This is an optimization exercise on Yosys and OpenROAD, whose aim is small area, a short achievable clock period and few clock cycles per item, not a production implementation. The RTL was checked by simulation tests, not by an equivalence proof against the original design.

==> flow/design.v (outline; a module is shown in full before it is edited, if it fits) <==
// module mul_pipe_unit: 1212 lines
// module fa_cell: 10 lines
// module ha_cell: 9 lines
module mul_pipe_unit #(
    parameter int XLEN   = 32,
    parameter int STAGES = 3,
    parameter int TAG_W  = 5
) (
    input  logic              CLK_0,
    input  logic              RST_0,
    input  logic              in_valid,
    output logic              in_ready,
    input  logic [1:0]        in_op,
    input  logic [XLEN-1:0]   in_a,
    input  logic [XLEN-1:0]   in_b,
    input  logic [TAG_W-1:0]  in_tag,
    output logic              out_valid,
    input  logic              out_ready,
    output logic [XLEN-1:0]   out_result,
    output logic [TAG_W-1:0]  out_tag
);
  // ...
==> flow/flow/run.sh <==
#!/bin/bash
# Own layout flow: the standard ORFS flow (standard synthesis unchanged), with
# port buffers of a plain buffer cell and timing repair aimed below the clock period.
set -euo pipefail
bash standard.sh "BUFFER_PORTS_ARGS=-buffer_cell sky130_fd_sc_hd__buf_2" SETUP_SLACK_MARGIN=5.5 finish > flow_make.log 2>&1
==> flow/standard.sh <==
#!/bin/bash
# synth_recipe.tcl (not shown) runs the flow's synth.tcl, then flattens the netlist and writes it again
# the make line also repeats each setting of config.mk as NAME=value (left out here)
make -C /OpenROAD-flow-scripts/flow DESIGN_CONFIG=/design/flow/config.mk WORK_HOME=/design/flow/orfs CLKGATE_MAP_FILE= SYNTH_SCRIPT=/design/flow/synth_recipe.tcl "${@:-finish}"
==> flow/config.mk <==
export PLATFORM = sky130hd
export DESIGN_NAME = mul_pipe_unit
export DESIGN_NICKNAME = mul_pipe_unit
export VERILOG_FILES = /design/flow/design.v
export SDC_FILE = /design/flow/constraint.sdc
export NUM_CORES = 4
export LEC_CHECK = 0
export ABC_AREA = 1
export CAP_MARGIN = 20
export CORE_MARGIN = 2
export CORE_UTILIZATION = 40
export SLEW_MARGIN = 20
export SYNTH_HIERARCHICAL = 1
==> flow/constraint.sdc <==
create_clock -name core_clock -period 10.0 [get_ports {CLK_0}]
set_input_delay 2.0000 -clock core_clock [delete_from_list [all_inputs] [get_ports {CLK_0}]]
set_output_delay 2.0000 -clock core_clock [all_outputs]
set_load 0.01 [all_outputs]
==> key figures, run 1 <==
Setup path
  – Reg-to-reg critical path startpoint: bone_q[7]$_DFFE_PP_
  – Crit path launch: bone_q[7]$_DFFE_PP_
  – Cell mode on critical path: fa_1
  – Critical Path Slowest Stage Cell: fa_1
  – Worst r2r path cells: 16
  – Crit path largest cell delay: 0.53 ns

Route
  – Vias: 26079
  – Drt total wl: 117000 µm
  – WL met3: 15400 µm

Logic synthesis
  – EDFF count, synth: 175
  – Post-synthesis cell count: 3256
  – Syn. warnings: 7
  – Largest family of logic cells by synthesized area: adder cells
  – Synth cell types: 33
  – Synth Cell Area: 30400 µm²
  – Main synth FF type: edfxtp_1

Place
  – Gp weighted congestion: 0.960
  – I/O Buffers: 113
  – Placed cells: 4155

STA
  – Hold slack final: 0.424 ns
  – Setup TNS: 0 ns

Cells and area
  – Fin util: 47.1%
  – Multi-input combinational area share: 67.3%
  – Most common cell after layout, fill and taps aside: xor2_1
  – Fin area: 35700 µm²

Clock network
  – CTS tree: yes
  – Clock Path Buffers: 2
  – Clock Tree Root: clkbuf_16
  – Cts hold-fix bufs: 0
  – Post-CTS sizing: 227

Worst hold path
  – Hold path start: tag_q1[4]$_DFFE_PP_
  – Hold Path Stages: 0

Floorplan
  – Initial Util: 40.2%

Outcome
  – Outcome: no timing/DRC/antenna violations

Run
  – Max-cap violations: 0
Testbench counts, summed over its fixed seeds: cycles 3,216, items 3,200.
==> inputs of run 2 (changes only) <==
==> flow/flow/run.sh (replaced) <==
#!/bin/bash
# Own layout flow: the standard ORFS flow (standard synthesis unchanged), with
# port buffers of a plain buffer cell and timing repair aimed below the clock period.
set -euo pipefail
bash standard.sh "BUFFER_PORTS_ARGS=-buffer_cell sky130_fd_sc_hd__buf_2" SETUP_SLACK_MARGIN=6.0 finish > flow_make.log 2>&1
==> key figures, run 2 <==
Cells and area
  – Most common cell after layout, fill and taps aside: xor2_1
  – Layout area overhead: 31.4%
  – Fill cells: 6415
  – Top flop regs: a_q x33, x_q x32, y_q x32
  – Non-Filler Instances: 4442
  – Layout Nets: 4129
  – Largest reg by FF count: a_q
  – Max reg flops: 33
  – Share of cells above drive strength 1: 34.7%
  – Commonest non-fill, non-tap cells in the layout: xor2_1 (539), o22ai_1 (420), nand2_1 (371), fa_1 (308), inv_1 (192)

Logic synthesis
  – Synth cell types: 33 (unchanged)
  – Main synth FF type: edfxtp_1
  – Synth top area cells: fa_1 (32%), edfxtp_1 (17%), xor2_1 (17%)
  – Top cells by count, synth: xor2_1 (585), nand2_1 (513), o22ai_1 (511)
  – Synth Net Count: 3935
  – Syn. warnings: 7 (unchanged)
  – Post-synthesis cell count: 3256 (unchanged)
  – Number of synthesized register bits: 177
  – Count leader, synth: xor2_1
  – Synth async-reset ratio: 0%
  – Sequential share of the synthesized area: 17.4%
  – Syn_area_per_cell: 9.35 µm²
  – Synth area leader: fa_1
  – EDFF count, synth: 175 (unchanged)
  – Yosys top cell area share: 31.6%
  – Synth Cell Area: 30400 µm² (unchanged)

Setup path
  – Worst-path maximum fanout: 6
  – Worst path cell trace: buf_12 > buf_4 > buf_4 > nand2_1 > xor2_1 > fa_1 > fa_1 > fa_1 > ha_1 > nand2_1 > nor2_1 > nand2_1 > nand2_1 > a21oi_1 > a21oi_1
  – Cell mode on critical path: nand2_1
  – Crit path buf inv count: 3
  – Arr. time, crit path: 4.99 ns
  – R2r setup slk: 5.35 ns
  – Startpoint Class: flop
  – Worst r2r path cells: 15 (-1)
  – Crit Path Class: flop to flop
  – R2R Path End: lc_q$_DFFE_PP_
  – Delay-heaviest family, CP: adder cells
  – Reg-to-reg critical path startpoint: a_q[0]$_DFFE_PP_
  – Critical Path Slowest Stage Cell: xor2_1
  – Required time worst endpoint: 10.34 ns
  – Crit end category: flop
  – Crit path largest cell delay: 0.74 ns (+0.21 ns)

Clock network
  – Clock Tree Root: clkbuf_16
  – Clock latency (worst-skew pair): 0.51 ns
  – Clock Path Buffers: 2 (unchanged)
  – Cts hold-fix bufs: 0 (unchanged)
  – CTS buffer count: 17
  – Clock sink count: 177
  – Clock-pin slew on the worst setup and hold paths: 0.08 ns
  – CTS tree: yes
  – H-tree levels: 4

Floorplan
  – Die area: 78300 µm²
  – Die height: 280 µm
  – # IOs: 114
  – Core area: 75700 µm²
  – Initial Util: 40.2% (unchanged)
  – Rows: 101
  – Die Width: 280 µm

Global route
  – Vias in the first global route: 28128
  – Global route overflow: 0
  – First-pass GRT wire length: 186000 µm
  – Initial antenna violation count: 3
  – Gr usage total: 32.8%
  – Largest net degree at the start of global routing: 82

STA
  – # setup viols final: 0
  – Fin. Hold Viols: 0
  – Tightest Pin Transition: 1.05 ns
  – FMAX: 215 MHz
  – Tmin final: 4.65 ns
  – Relative slew slack: 30.0%
  – Clk_skew: 0.0220 ns
  – Unrepaired setup endpoints after global routing: true
  – Fin crit share: 46.5%
  – Slew Limit Fails: 0
  – Setup TNS: 0 ns (unchanged)

Place
  – Gp weighted congestion: 0.926 (-3.6%)
  – Placed cells: 4139 (-0.39%)
  – DP Wirelength: 73900 µm
  – I/O Buffers: 113 (unchanged)

Worst hold path
  – Hold EP: tag_q2[0]$_DFFE_PP_
  – Hold path start: tag_q1[0]$_DFFE_PP_
  – Hold Path Stages: 0 (unchanged)
  – Min-delay worst type: flop to flop

Route
  – DRC violations left: 0
  – WL/cell: 29.6 µm
  – Vias: 27965 (+7.2%)
  – Initial DRC count: 3957
  – DR vias/cell: 6.30
  – First-pass iteration count of the detailed router: 12
  – Antenna Violating Nets Remaining: 0
  – Drt total wl: 132000 µm (+12%)

Outcome
  – Outcome: no timing/DRC/antenna violations

Run
  – Max-cap violations: 0 (unchanged)
-- run 2: cell families (layout without fill, tap and decap cells) --
| logic type | Yosys count | after routing | share of synthesized area [%] |
|---|---|---|---|
| xor+xnor | 591 | 591 | 17.0 |
| other cells | 0 | 1 | 0 |
| compound gates | 613 | 613 | 12.3 |
| buf+inv | 558 | 765 | 7.11 |
| mux | 14 | 14 | 0.518 |
| simple gates | 699 | 699 | 9.06 |
| fa+ha+maj | 604 | 604 | 36.7 |
| flops | 177 | 177 | 17.4 |
-- run 2: layout make-up --
class	instances	area, µm²	area share, %
timing repair inverter	20	203	0.507
antenna	1	2.50	0.00626
multi-input combinational	2521	26300	65.7
inverter	279	1550	3.87
timing repair buffer	434	4860	12.2
sequential	177	5300	13.2
clock buffer	17	425	1.06
clock inverter	15	160	0.400
tap	978	1220	3.06
-- run 2: Yosys stat by module (local to each module, per instance) --
module         area, µm²  copies in the design  cells inside
mul_pipe_unit      20100                     1          2714
fa_cell             20.0                   480             1
ha_cell             12.5                    62             1
-- run 2: what timing repair did --
item,4_1_cts,5_1_grt
endpoints found under the hold margin,0,0
gates cloned,51,4
setup buffers,144,71
pin swaps,230,248
setup endpoints to repair,166,161
gates resized for setup,830,342
-- run 2: layer usage --
metal / vias to the layer above / wire length (µm) / GRT usage [%]
li1: 11183 / - / -
met1: 13600 / 45400 / 38.1
met2: 2354 / 55400 / 48.1
met3: 818 / 19800 / 15.7
met4: 10 / 10900 / 21.5
met5: - / 291 / 0.625
-- run 2: worst max-delay path by stage --
stage / startpoint / endpoint / slack [ns] / cells past startpoint
global placement: out_ready / in_ready / 4.86 / 5
global route: bone_q[2]$_DFFE_PP_ / lc_q$_DFFE_PP_ / 5.26 / 16
CTS: out_ready / in_ready / 5.40 / 5
floorplan: out_ready / in_ready / 3.90 / 2
detailed placement: out_ready / in_ready / 4.86 / 5
finish: a_q[0]$_DFFE_PP_ / lc_q$_DFFE_PP_ / 5.35 / 15
-- run 2: worst register-to-register path, cell delays in order (launching register included) --
cell      delay (ns)
edfxtp_1        0.42
buf_12          0.18
buf_4           0.19
buf_4           0.21
nand2_1         0.08
xor2_1          0.75
fa_1            0.58
fa_1            0.47
fa_1            0.51
ha_1            0.31
nand2_1         0.07
nor2_1          0.26
nand2_1         0.09
nand2_1         0.14
a21oi_1         0.08
a21oi_1         0.14
-- run 2: per-stage QoR --
stage | setup WS, ns | hold WS (ns) | util [%] | cell area [µm²]
4_1_cts | 5.40 | 0.424 | 50.0 | 37900
5_1_grt | 5.26 | 0.431 | 52.8 | 40000
6_report | 5.35 | 0.425 | 52.8 | 40000
2_1_floorplan | 3.90 | 0.400 | - | 31200
3_5_place_dp | 4.86 | 0.407 | 41.9 | 31700
3_3_place_gp | 4.86 | 0.400 | 41.9 | 31700
==> inputs of run 3 (changes only) <==
==> flow/flow/run.sh (replaced) <==
#!/bin/bash
# Own layout flow: the standard ORFS flow with the standard synthesis unchanged;
# the port buffers are plain sky130_fd_sc_hd__buf_1 cells. make's full output
# goes to flow_make.log here; ORFS's per-step logs are under orfs/logs/.
set -euo pipefail
bash standard.sh "BUFFER_PORTS_ARGS=-buffer_cell sky130_fd_sc_hd__buf_1" SETUP_SLACK_MARGIN=5.3 finish > flow_make.log 2>&1
==> key figures, run 3 <==
Logic synthesis
  – Synth cell types: 33 (unchanged)
  – Synth Area in XOR/XNOR: 17.0% (unchanged)
  – Post-synthesis cell count: 3256 (unchanged)
  – Count leader, synth: xor2_1
  – Simple-gate share of the synthesized area: 9.06% (unchanged)
  – Synth Net Count: 3935 (unchanged)
  – Synth async-reset ratio: 0% (unchanged)
  – Synth Cell Area: 30400 µm² (unchanged)
  – Largest family of logic cells by synthesized area: adder cells
  – Syn_area_per_cell: 9.35 µm² (unchanged)
  – Synth area leader: fa_1
  – Main synth FF type: edfxtp_1
  – Compound-Gate Fraction of Synth Area: 12.3% (unchanged)
  – Post-synthesis mux area share: 0.518% (unchanged)
  – Syn. warnings: 7 (unchanged)
  – Yosys top cell area share: 31.6% (unchanged)
  – Synth top area cells: fa_1 (32%), edfxtp_1 (17%), xor2_1 (17%)
  – EDFF count, synth: 175 (unchanged)
  – Top cells by count, synth: xor2_1 (585), nand2_1 (513), o22ai_1 (511)
  – Post-Synth Adder-Cell Area: 36.7% (unchanged)
  – Number of synthesized register bits: 177 (unchanged)
  – Sequential share of the synthesized area: 17.4% (unchanged)

Floorplan
  – # IOs: 114 (unchanged)
  – Die area: 78300 µm² (unchanged)
  – Initial Util: 40.2% (unchanged)
  – Rows: 101 (unchanged)
  – Die Width: 280 µm (unchanged)
  – Core area: 75700 µm² (unchanged)
  – Die height: 280 µm (unchanged)

Global route
  – Gr usage total: 27.4% (-5.4 points)
  – Largest net degree at the start of global routing: 70 (-15%)
  – Vias in the first global route: 25191 (-10%)
  – Global route overflow: 0 (unchanged)
  – First-pass GRT wire length: 159000 µm (-15%)
  – Initial antenna violation count: 3 (unchanged)

Clock network
  – H-tree levels: 4 (unchanged)
  – Clock Path Buffers: 2 (unchanged)
  – CTS tree: yes
  – CTS buffer count: 17 (unchanged)
  – Clock Tree Root: clkbuf_16
  – Clock-pin slew on the worst setup and hold paths: 0.08 ns (about the same)
  – Clock sink count: 177 (unchanged)
  – Clock latency (worst-skew pair): 0.52 ns (about the same)

STA
  – # setup viols final: 0 (unchanged)
  – FMAX: 214 MHz (-0.67%)
  – Fin. Hold Viols: 0 (unchanged)
  – Setup TNS: 0 ns (unchanged)
  – Tightest Pin Transition: 0.866 ns (-0.185 ns)
  – Tmin final: 4.68 ns (+0.0316 ns)
  – Fin crit share: 46.8% (+0.32 points)
  – Clk_skew: 0.0147 ns (-0.00725 ns)
  – Unrepaired setup endpoints after global routing: true
  – Slew Limit Fails: 0 (unchanged)
  – Relative slew slack: 42.3% (+12 points)

Route
  – Antenna Violating Nets Remaining: 0 (unchanged)
  – DR vias/cell: 5.95 (-5.5%)
  – Drt total wl: 110000 µm (-16%)
  – DRC violations left: 0 (unchanged)
  – Vias: 25164 (-10%)
  – Initial DRC count: 3050 (-23%)
  – First-pass iteration count of the detailed router: 6 (-6)
  – WL/cell: 26.1 µm (-12%)

Setup path
  – Worst-path maximum fanout: 34 (+28)
  – Crit Path Class: flop to flop
  – Worst r2r path cells: 14 (-1)
  – Startpoint Class: flop
  – Crit end category: flop
  – Required time worst endpoint: 10.36 ns (+0.02 ns)
  – Arr. time, crit path: 5.04 ns (+0.05 ns)

Outcome
  – Outcome: no timing/DRC/antenna violations

Place
  – Placed cells: 4156 (+0.41%)
  – DP Wirelength: 75400 µm (+2.1%)
  – I/O Buffers: 113 (unchanged)
  – Gp weighted congestion: 0.967 (+4.5%)

Worst hold path
  – Min-delay worst type: flop to flop
  – Hold Path Stages: 0 (unchanged)

Cells and area
  – Layout Nets: 3916 (-5.2%)
  – Most common cell after layout, fill and taps aside: xor2_1
  – Largest reg by FF count: a_q
  – Fill cells: 7299 (+14%)
  – Share of cells above drive strength 1: 8.03% (-27 points)
  – Diodes inserted: 0 (-1)
  – Non-Filler Instances: 4228 (-4.8%)
  – Max reg flops: 33 (unchanged)
  – Commonest non-fill, non-tap cells in the layout: xor2_1 (577), nand2_1 (513), o22ai_1 (507), fa_1 (471), inv_1 (253)
  – Top flop regs: a_q x33, x_q x32, y_q x32
  – Layout area overhead: 10.8%

Run
  – Max-cap violations: 0 (unchanged)
[run 3: what timing repair did]
action | 4_1_cts | 5_1_grt
cloned | 5 | 16
pin swaps | 0 | 10
setup endpoints to repair | 30 | 41
buffers inserted | 9 | 10
gates resized for setup | 100 | 121
hold buffers | 0 | 0
hold endpoints to repair | 0 | 0
[run 3: area by class of cell]
class | instances | area (µm²) | share of cell area, %
clock inverters | 15 | 185 | 0.549
multi-input cells | 2521 | 23200 | 68.8
repair inverters | 2 | 15.0 | 0.0445
well taps | 978 | 1220 | 3.63
flip-flops and latches | 177 | 5300 | 15.7
clock buffers | 17 | 425 | 1.26
inverters | 279 | 1080 | 3.20
repair buffers | 239 | 2300 | 6.83
[run 3: layer usage]
metal | track usage [%] | vias up | wire (µm)
li1 | - | 10755 | -
met1 | 35.9 | 12412 | 43100
met2 | 41.9 | 1623 | 48500
met3 | 7.86 | 370 | 13100
met4 | 12.7 | 4 | 5690
met5 | 0 | - | 32
[run 3: through the flow]
step                      utilization, %  hold WS (ns)  setup slack, ns  cell area, µm²
final                               44.6         0.424             5.32           33700
after floorplan                        -         0.400             3.90           30500
after CTS                           43.4         0.426             5.29           32800
after global placement              41.8         0.400             4.98           31600
after global routing                44.6         0.448             5.17           33700
after detailed placement            41.8         0.405             4.95           31600
[run 3: logic make-up after synthesis]
logic type,after synthesis
AO/OA/AOI/OAI,613
buffers and inverters,558
flip-flops,177
adder cells (fa/ha/maj),604
XOR/XNOR,591
multiplexers,14
AND/OR/NAND/NOR,699
[run 3: worst paths after layout]
check	start	endpoint	slack [ns]
setup / recovery	bneg_q[7]$_DFFE_PP_	lc_q$_DFFE_PP_	5.32
hold / removal	tag_q1[0]$_DFFE_PP_	tag_q2[0]$_DFFE_PP_	0.42
setup reg to reg	bneg_q[7]$_DFFE_PP_	lc_q$_DFFE_PP_	5.32
hold reg to reg	tag_q1[0]$_DFFE_PP_	tag_q2[0]$_DFFE_PP_	0.42
[run 3: modules after synthesis (local to each module, per instance)]
module         flops+latches  cell area [µm²]
fa_cell                    0             20.0
mul_pipe_unit            177            20100
ha_cell                    0             12.5
[run 3: critical path, stage by stage (launching register included)]
cell and delay (ns):
edfxtp_1 0.35, buf_4 0.52, xor2_1 0.25, fa_1 0.47
fa_1 0.51, fa_2 0.37, fa_1 0.51, fa_2 0.47
ha_4 0.29, nand2_1 0.08, nor2_2 0.13, nand2_1 0.09
nor4b_2 0.24, nand2_1 0.08, a21oi_1 0.12
==> inputs of run 4 (changes only) <==
==> flow/flow/run.sh (replaced) <==
#!/bin/bash
# Own layout flow: the standard ORFS flow with the standard synthesis unchanged;
# the port buffers are plain sky130_fd_sc_hd__buf_1 cells. make's full output
# goes to flow_make.log here; ORFS's per-step logs are under orfs/logs/.
set -euo pipefail
bash standard.sh "BUFFER_PORTS_ARGS=-buffer_cell sky130_fd_sc_hd__buf_1"  finish > flow_make.log 2>&1
--- a/flow/config.mk
+++ b/flow/config.mk
@@ -9,5 +9,7 @@
 export CAP_MARGIN = 20
 export CORE_MARGIN = 2
 export CORE_UTILIZATION = 40
+export CTS_BUF_LIST = sky130_fd_sc_hd__clkbuf_4 sky130_fd_sc_hd__clkbuf_8
+export SETUP_SLACK_MARGIN = 5
 export SLEW_MARGIN = 20
 export SYNTH_HIERARCHICAL = 1
==> key figures, run 4 <==
Logic synthesis
  – Count leader, synth: xor2_1
  – Synth cell types: 33 (unchanged)
  – Post-synthesis cell count: 3256 (unchanged)
  – Syn_area_per_cell: 9.35 µm² (unchanged)
  – Main synth FF type: edfxtp_1
  – Sequential share of the synthesized area: 17.4% (unchanged)
  – Synth area leader: fa_1
  – Yosys top cell area share: 31.6% (unchanged)
  – Syn. warnings: 7 (unchanged)
  – Synth async-reset ratio: 0% (unchanged)
  – EDFF count, synth: 175 (unchanged)
  – Number of synthesized register bits: 177 (unchanged)
  – Synth top area cells: fa_1 (32%), edfxtp_1 (17%), xor2_1 (17%)
  – Synth Net Count: 3935 (unchanged)
  – Top cells by count, synth: xor2_1 (585), nand2_1 (513), o22ai_1 (511)
  – Synth Cell Area: 30400 µm² (unchanged)

Cells and area
  – Share of cells above drive strength 1: 5.55% (-2.5 points)
  – Layout Nets: 3892 (-0.61%)
  – Largest reg by FF count: a_q
  – Commonest non-fill, non-tap cells in the layout: xor2_1 (585), nand2_1 (513), o22ai_1 (511), fa_1 (480), inv_1 (269)
  – Layout area overhead: 6.26%
  – Max reg flops: 33 (unchanged)
  – Most common cell after layout, fill and taps aside: xor2_1
  – Top flop regs: a_q x33, x_q x32, y_q x32

Global route
  – Gr usage total: 27.8% (+0.37 points)
  – Vias in the first global route: 25393 (+0.80%)
  – Global route overflow: 0 (unchanged)
  – Largest net degree at the start of global routing: 65 (-7.1%)
  – Initial antenna violation count: 6 (+3)
  – First-pass GRT wire length: 161000 µm (+1.4%)

Route
  – Initial DRC count: 2943 (-3.5%)
  – Antenna Violating Nets Remaining: 0 (unchanged)
  – WL/cell: 25.8 µm (-1.1%)
  – Vias: 24973 (-0.76%)
  – Drt total wl: 109000 µm (-1.6%)
  – DR vias/cell: 5.94 (-0.26%)
  – DRC violations left: 0 (unchanged)
  – First-pass iteration count of the detailed router: 6 (unchanged)

STA
  – Tightest Pin Transition: 0.872 ns (+0.00685 ns)
  – Slew Limit Fails: 0 (unchanged)
  – Clk_skew: 0.0271 ns (+0.0124 ns)
  – Setup TNS: 0 ns (unchanged)
  – Unrepaired setup endpoints after global routing: true
  – Relative slew slack: 41.8% (-0.46 points)
  – Fin. Hold Viols: 0 (unchanged)
  – # setup viols final: 0 (unchanged)
  – Fin crit share: 48.9% (+2.1 points)
  – Tmin final: 4.89 ns (+0.212 ns)
  – FMAX: 204 MHz (-4.3%)

Setup path
  – Crit Path Class: flop to flop
  – Crit end category: flop
  – Arr. time, crit path: 5.31 ns (+0.27 ns)
  – R2r setup slk: 5.11 ns (-0.21 ns)
  – Crit path launch: bone_q[5]$_DFFE_PP_
  – Required time worst endpoint: 10.42 ns (+0.06 ns)
  – Worst-path maximum fanout: 32 (-5.9%)
  – Startpoint Class: flop
  – Reg-to-reg critical path startpoint: bone_q[5]$_DFFE_PP_

Place
  – DP Wirelength: 75800 µm (+0.50%)
  – I/O Buffers: 113 (unchanged)
  – Gp weighted congestion: 0.948 (-2.0%)

Clock network
  – H-tree levels: 4 (unchanged)
  – Clock sink count: 177 (unchanged)
  – CTS tree: yes
  – Clock Path Buffers: 2 (unchanged)
  – Clock latency (worst-skew pair): 0.58 ns (+0.06 ns)
  – Clock-pin slew on the worst setup and hold paths: 0.11 ns (+0.03 ns)
  – Clock Tree Root: clkbuf_8
  – CTS buffer count: 17 (unchanged)
  – Cts hold-fix bufs: 0 (unchanged)

Floorplan
  – Rows: 101 (unchanged)
  – Die area: 78300 µm² (unchanged)
  – # IOs: 114 (unchanged)
  – Die Width: 280 µm (unchanged)
  – Die height: 280 µm (unchanged)
  – Initial Util: 40.2% (unchanged)
  – Core area: 75700 µm² (unchanged)

Run
  – Max-cap violations: 0 (unchanged)

Worst hold path
  – Hold path start: tag_q1[1]$_DFFE_PP_
  – Min-delay worst type: flop to flop

Outcome
  – Outcome: no timing/DRC/antenna violations
-- run 4: cell types whose count changed in the layout (fill, tap and decap cells not counted), sizes merged, moves of 2 or more --
| cell | before | now |
|---|---|---|
| bufinv | 0 | 2 |
| diode | 0 | 3 |
| clkbuf | 36 | 17 |
| buf | 217 | 215 |
| bufbuf | 3 | 0 |
| clkinv | 7 | 5 |
-- run 4: per-module statistics from Yosys (local to each module, per instance) --
module / times used / cell area, µm² / flip-flops and latches / cells inside
mul_pipe_unit: 1 / 20100 / 177 / 2714
fa_cell: 480 / 20.0 / 0 / 1
ha_cell: 62 / 12.5 / 0 / 1
-- run 4: cell families after synthesis --
family / share of synthesized area (%)
xor gates and xnor gates: 17.0
AOI/OAI and AO/OA: 12.3
muxes: 0.518
and+or+nand+nor: 9.06
DFF: 17.4
adders and majority gates: 36.7
buffers and inverters: 7.11
-- run 4: worst paths after layout --
| check | endpoint | cells after the start |
|---|---|---|
| hold reg to reg | tag_q2[1]$_DFFE_PP_ | 0 |
| hold / removal | tag_q2[1]$_DFFE_PP_ | 0 |
| setup reg to reg | lc_q$_DFFE_PP_ | 16 |
| setup / recovery | lc_q$_DFFE_PP_ | 16 |
-- run 4: metal layers --
layer,track usage (%),wire (µm),vias to the layer above
met5,0,0,-
met4,13.2,5420,0
met3,9.20,13700,349
met2,41.6,47000,1721
met1,36.2,42600,12198
li1,-,-,10705
-- run 4: worst max-delay path, stage by stage (launching register included) --
cell and delay, ns:
edfxtp_1 0.48, inv_1 0.10, buf_6 0.32, o22ai_1 0.16, xor2_1 0.18, fa_1 0.58
fa_1 0.44, fa_1 0.41, fa_1 0.51, fa_1 0.44, ha_1 0.33, nand2_1 0.08
nor2_1 0.15, nand2_1 0.08, nor4b_1 0.24, nand2_1 0.08, a21oi_1 0.12
-- run 4: repair_timing --
item / in CTS / in global routing
gates resized for setup: 4 / 43
gates cloned: 1 / 1
buffers inserted: 0 / 16
setup endpoints to repair: 12 / 11
pin swaps: 0 / 0
-- run 4: final cells by class --
type                       count  area, µm²
fill                        7377      43300
multi-input combinational   2521      23000
sequential                   177       5300
timing repair buffer         215       1330
tap                          978       1220
inverter                     279       1070
clock buffer                  17        234
clock inverter                15        175
timing repair inverter         2       15.0
antenna                        3       7.51
-- run 4: per-stage QoR --
| step | setup WS [ns] | hold WS [ns] | utilization (%) | cell area (µm²) | std cells |
|---|---|---|---|---|---|
| floorplan | 3.90 | 0.400 | - | 30500 | 3256 |
| global route | 4.93 | 0.448 | 42.7 | 32300 | 4204 |
| finish | 5.11 | 0.431 | 42.7 | 32300 | 4207 |
| global placement | 4.57 | 0.401 | 41.8 | 31600 | 4154 |
| detailed placement | 4.70 | 0.406 | 41.8 | 31600 | 4154 |
| CTS | 5.03 | 0.433 | 42.4 | 32100 | 4187 |
==> inputs of run 5 (changes only) <==
==> flow/config.mk (replaced) <==
export PLATFORM = sky130hd
export DESIGN_NAME = mul_pipe_unit
export DESIGN_NICKNAME = mul_pipe_unit
export VERILOG_FILES = /design/flow/design.v
export SDC_FILE = /design/flow/constraint.sdc
export NUM_CORES = 4
export LEC_CHECK = 0
export ABC_AREA = 1
export CAP_MARGIN = 5
export CORE_MARGIN = 2
export CORE_UTILIZATION = 40
export SETUP_SLACK_MARGIN = 5
export SLEW_MARGIN = 5
export SYNTH_HIERARCHICAL = 1
==> key figures, run 5 <==
Floorplan
  – Die height: 280 µm (unchanged)
  – Initial Util: 40.2% (unchanged)
  – Rows: 101 (unchanged)
  – # IOs: 114 (unchanged)
  – Die Width: 280 µm (unchanged)
  – Die area: 78300 µm² (unchanged)
  – Core area: 75700 µm² (unchanged)

Route
  – Vias: 24968 (-0.020%)
  – Antenna Violating Nets Remaining: 0 (unchanged)
  – WL/cell: 26.0 µm (+0.53%)
  – Drt total wl: 109000 µm (+0.46%)
  – First-pass iteration count of the detailed router: 5 (-1)
  – DRC violations left: 0 (unchanged)
  – DR vias/cell: 5.94 (about the same)
  – Initial DRC count: 2597 (-12%)

STA
  – Clk_skew: 0.0136 ns (-0.0135 ns)
  – Slew Limit Fails: 0 (unchanged)
  – Setup TNS: 0 ns (unchanged)
  – Fin. Hold Viols: 0 (unchanged)
  – Tightest Pin Transition: 0.859 ns (-0.0132 ns)
  – Tmin final: 4.89 ns (+0.00212 ns)
  – # setup viols final: 0 (unchanged)
  – Unrepaired setup endpoints after global routing: true
  – Relative slew slack: 42.7% (+0.88 points)
  – Fin crit share: 48.9% (about the same)
  – FMAX: 204 MHz (about the same)
  – Worst Slack Setup Final: 5.11 ns (-0.00212 ns)

Logic synthesis
  – Sequential share of the synthesized area: 17.4% (unchanged)
  – Main synth FF type: edfxtp_1
  – Count leader, synth: xor2_1
  – Syn_area_per_cell: 9.35 µm² (unchanged)
  – Synth Net Count: 3935 (unchanged)
  – Number of synthesized register bits: 177 (unchanged)
  – Post-synthesis cell count: 3256 (unchanged)
  – Synth top area cells: fa_1 (32%), edfxtp_1 (17%), xor2_1 (17%)
  – Synth cell types: 33 (unchanged)
  – Synth async-reset ratio: 0% (unchanged)
  – Top cells by count, synth: xor2_1 (585), nand2_1 (513), o22ai_1 (511)
  – Synth Cell Area: 30400 µm² (unchanged)
  – Synth area leader: fa_1
  – EDFF count, synth: 175 (unchanged)
  – Syn. warnings: 7 (unchanged)
  – Yosys top cell area share: 31.6% (unchanged)

Global route
  – Largest net degree at the start of global routing: 65 (unchanged)
  – Vias in the first global route: 25388 (-0.020%)
  – Gr usage total: 27.8% (+0.057 points)
  – First-pass GRT wire length: 162000 µm (about the same)
  – Initial antenna violation count: 6 (unchanged)
  – Global route overflow: 0 (unchanged)

Setup path
  – Startpoint Class: flop
  – Worst path cell trace: buf_4 > inv_1 > xor2_1 > fa_1 > fa_1 > fa_1 > fa_1 > ha_1 > a21oi_1 > o21ai_0 > nand2_1 > nand3_1 > a21oi_1 > a21oi_1
  – Crit Path Class: flop to flop
  – Crit end category: flop
  – Critical Path Slowest Stage Cell: xor2_1
  – Required time worst endpoint: 10.22 ns (-0.20 ns)
  – Crit path largest cell delay: 0.68 ns (+0.10 ns)
  – Arr. time, crit path: 5.12 ns (-0.19 ns)
  – Worst-path maximum fanout: 34 (+6.3%)
  – Delay-heaviest family, CP: adder cells
  – Crit path buf inv count: 2 (unchanged)
  – Cell mode on critical path: fa_1

Clock network
  – Clock Tree Root: clkbuf_16
  – CTS buffer count: 17 (unchanged)
  – Clock sink count: 177 (unchanged)
  – Clock-pin slew on the worst setup and hold paths: 0.08 ns (-0.03 ns)
  – H-tree levels: 4 (unchanged)
  – CTS tree: yes
  – Clock latency (worst-skew pair): 0.51 ns (-0.07 ns)
  – Clock Path Buffers: 2 (unchanged)

Cells and area
  – Multi-input logic area: 23000 µm² (about the same)
  – Layout Nets: 3892 (unchanged)
  – Largest reg by FF count: a_q
  – Max reg flops: 33 (unchanged)
  – Share of cells above drive strength 1: 5.52% (-0.031 points)
  – Top flop regs: a_q x33, x_q x32, y_q x32
  – Diodes inserted: 0 (-3)
  – Most common cell after layout, fill and taps aside: xor2_1
  – Fill cells: 7354 (-0.31%)
  – Commonest non-fill, non-tap cells in the layout: xor2_1 (585), nand2_1 (513), o22ai_1 (511), fa_1 (480), inv_1 (269)
  – Flip-flop and latch area: 5300 µm² (unchanged)
  – Layout area overhead: 6.93%

Worst hold path
  – Min-delay worst type: flop to flop

Place
  – I/O Buffers: 113 (unchanged)
  – DP Worst Slack: 4.57 ns (-0.136 ns)
  – Gp weighted congestion: 0.948 (unchanged)
  – DP Wirelength: 75800 µm (unchanged)

Outcome
  – Outcome: no timing/DRC/antenna violations

Run
  – Max-cap violations: 0 (unchanged)
run 5: final timing paths:
path                                     startpoint                   to  slack, ns  cells after the start
worst max-delay path            bneg_q[8]$_DFFE_PP_       lc_q$_DFFE_PP_       5.11                     14
worst max register to register  bneg_q[8]$_DFFE_PP_       lc_q$_DFFE_PP_       5.11                     14
worst min-delay path            tag_q1[1]$_DFFE_PP_  tag_q2[1]$_DFFE_PP_       0.42                      0
worst min register to register  tag_q1[1]$_DFFE_PP_  tag_q2[1]$_DFFE_PP_       0.42                      0
run 5: cells by family (layout without fill, tap and decap cells):
group	after synthesis	after routing	share of synthesized area, %
and+or+nand+nor	699	699	9.06
AOI/OAI and AO/OA	613	613	12.3
adders and majority gates	604	604	36.7
buffers and inverters	558	528	7.11
muxes	14	14	0.518
xor gates and xnor gates	591	591	17.0
DFF	177	177	17.4
run 5: through the flow:
step / utilization, % / std cells / cell area (µm²) / hold slack, ns
2_1_floorplan: - / 3256 / 30500 / 0.400
6_report: 43.0 / 4204 / 32600 / 0.423
3_5_place_dp: 41.8 / 4154 / 31600 / 0.406
3_3_place_gp: 41.8 / 4154 / 31600 / 0.401
5_1_grt: 43.0 / 4204 / 32600 / 0.439
4_1_cts: 42.6 / 4191 / 32300 / 0.425
run 5: what timing repair did:
| item | in CTS | in global routing |
|---|---|---|
| setup endpoints to repair | 20 | 8 |
| cloned | 2 | 1 |
| hold buffers | 0 | 0 |
| setup buffers | 3 | 12 |
| gates resized for setup | 5 | 48 |
run 5: per-layer routing:
layer / track usage (%) / up-vias / routed length [µm]
met5: 1.19 / - / 141
met4: 13.5 / 6 / 5590
met3: 9.10 / 344 / 13500
met2: 41.8 / 1625 / 47000
met1: 36.0 / 12282 / 42900
li1: - / 10711 / -
run 5: per-module statistics from Yosys, one instance, submodules excluded:
module         copies in the design  area, µm²
mul_pipe_unit                     1      20100
fa_cell                         480       20.0
ha_cell                          62       12.5
run 5: cell type report:
class / instances / area share [%]
sequential: 177 / 16.3
clock inverter: 15 / 0.538
multi-input combinational: 2521 / 70.6
timing repair buffer: 214 / 4.15
timing repair inverter: 3 / 0.0692
clock buffer: 17 / 1.31
tap: 978 / 3.76
inverter: 279 / 3.29

port drivers added, routing unchanged:
In the flow no input, the clock included, has a driving cell. The finished layouts below were timed again as built, in two steps.
Step 1, drivers: a clkbuf_16 drives CLK_0 and a buf_2 each remaining input, both assumed.
Step 2 times the ports against the registers' clock, not the clock port: input delays grow and output delays shrink by t, the midpoint of the rising clock arrivals with the driver on.
Slacks: no drivers / after step 1 / after step 2; pairs: no drivers / after step 1.
| run | t, ns | slack for setup (ns) | worst setup path after step 2 |
|---|---|---|---|
| run 1 | 0.571 | 5.330 / 5.330 / 5.330 | register to register |
| run 2 | 0.564 | 5.351 / 5.351 / 5.351 | register to register |
| run 3 | 0.575 | 5.320 / 5.295 / 5.320 | register to register |
| run 4 | 0.631 | 5.108 / 5.108 / 5.108 | register to register |
| run 5 | 0.560 | 5.106 / 5.106 / 5.106 | register to register |
After both steps setup and hold are still met in every run listed.
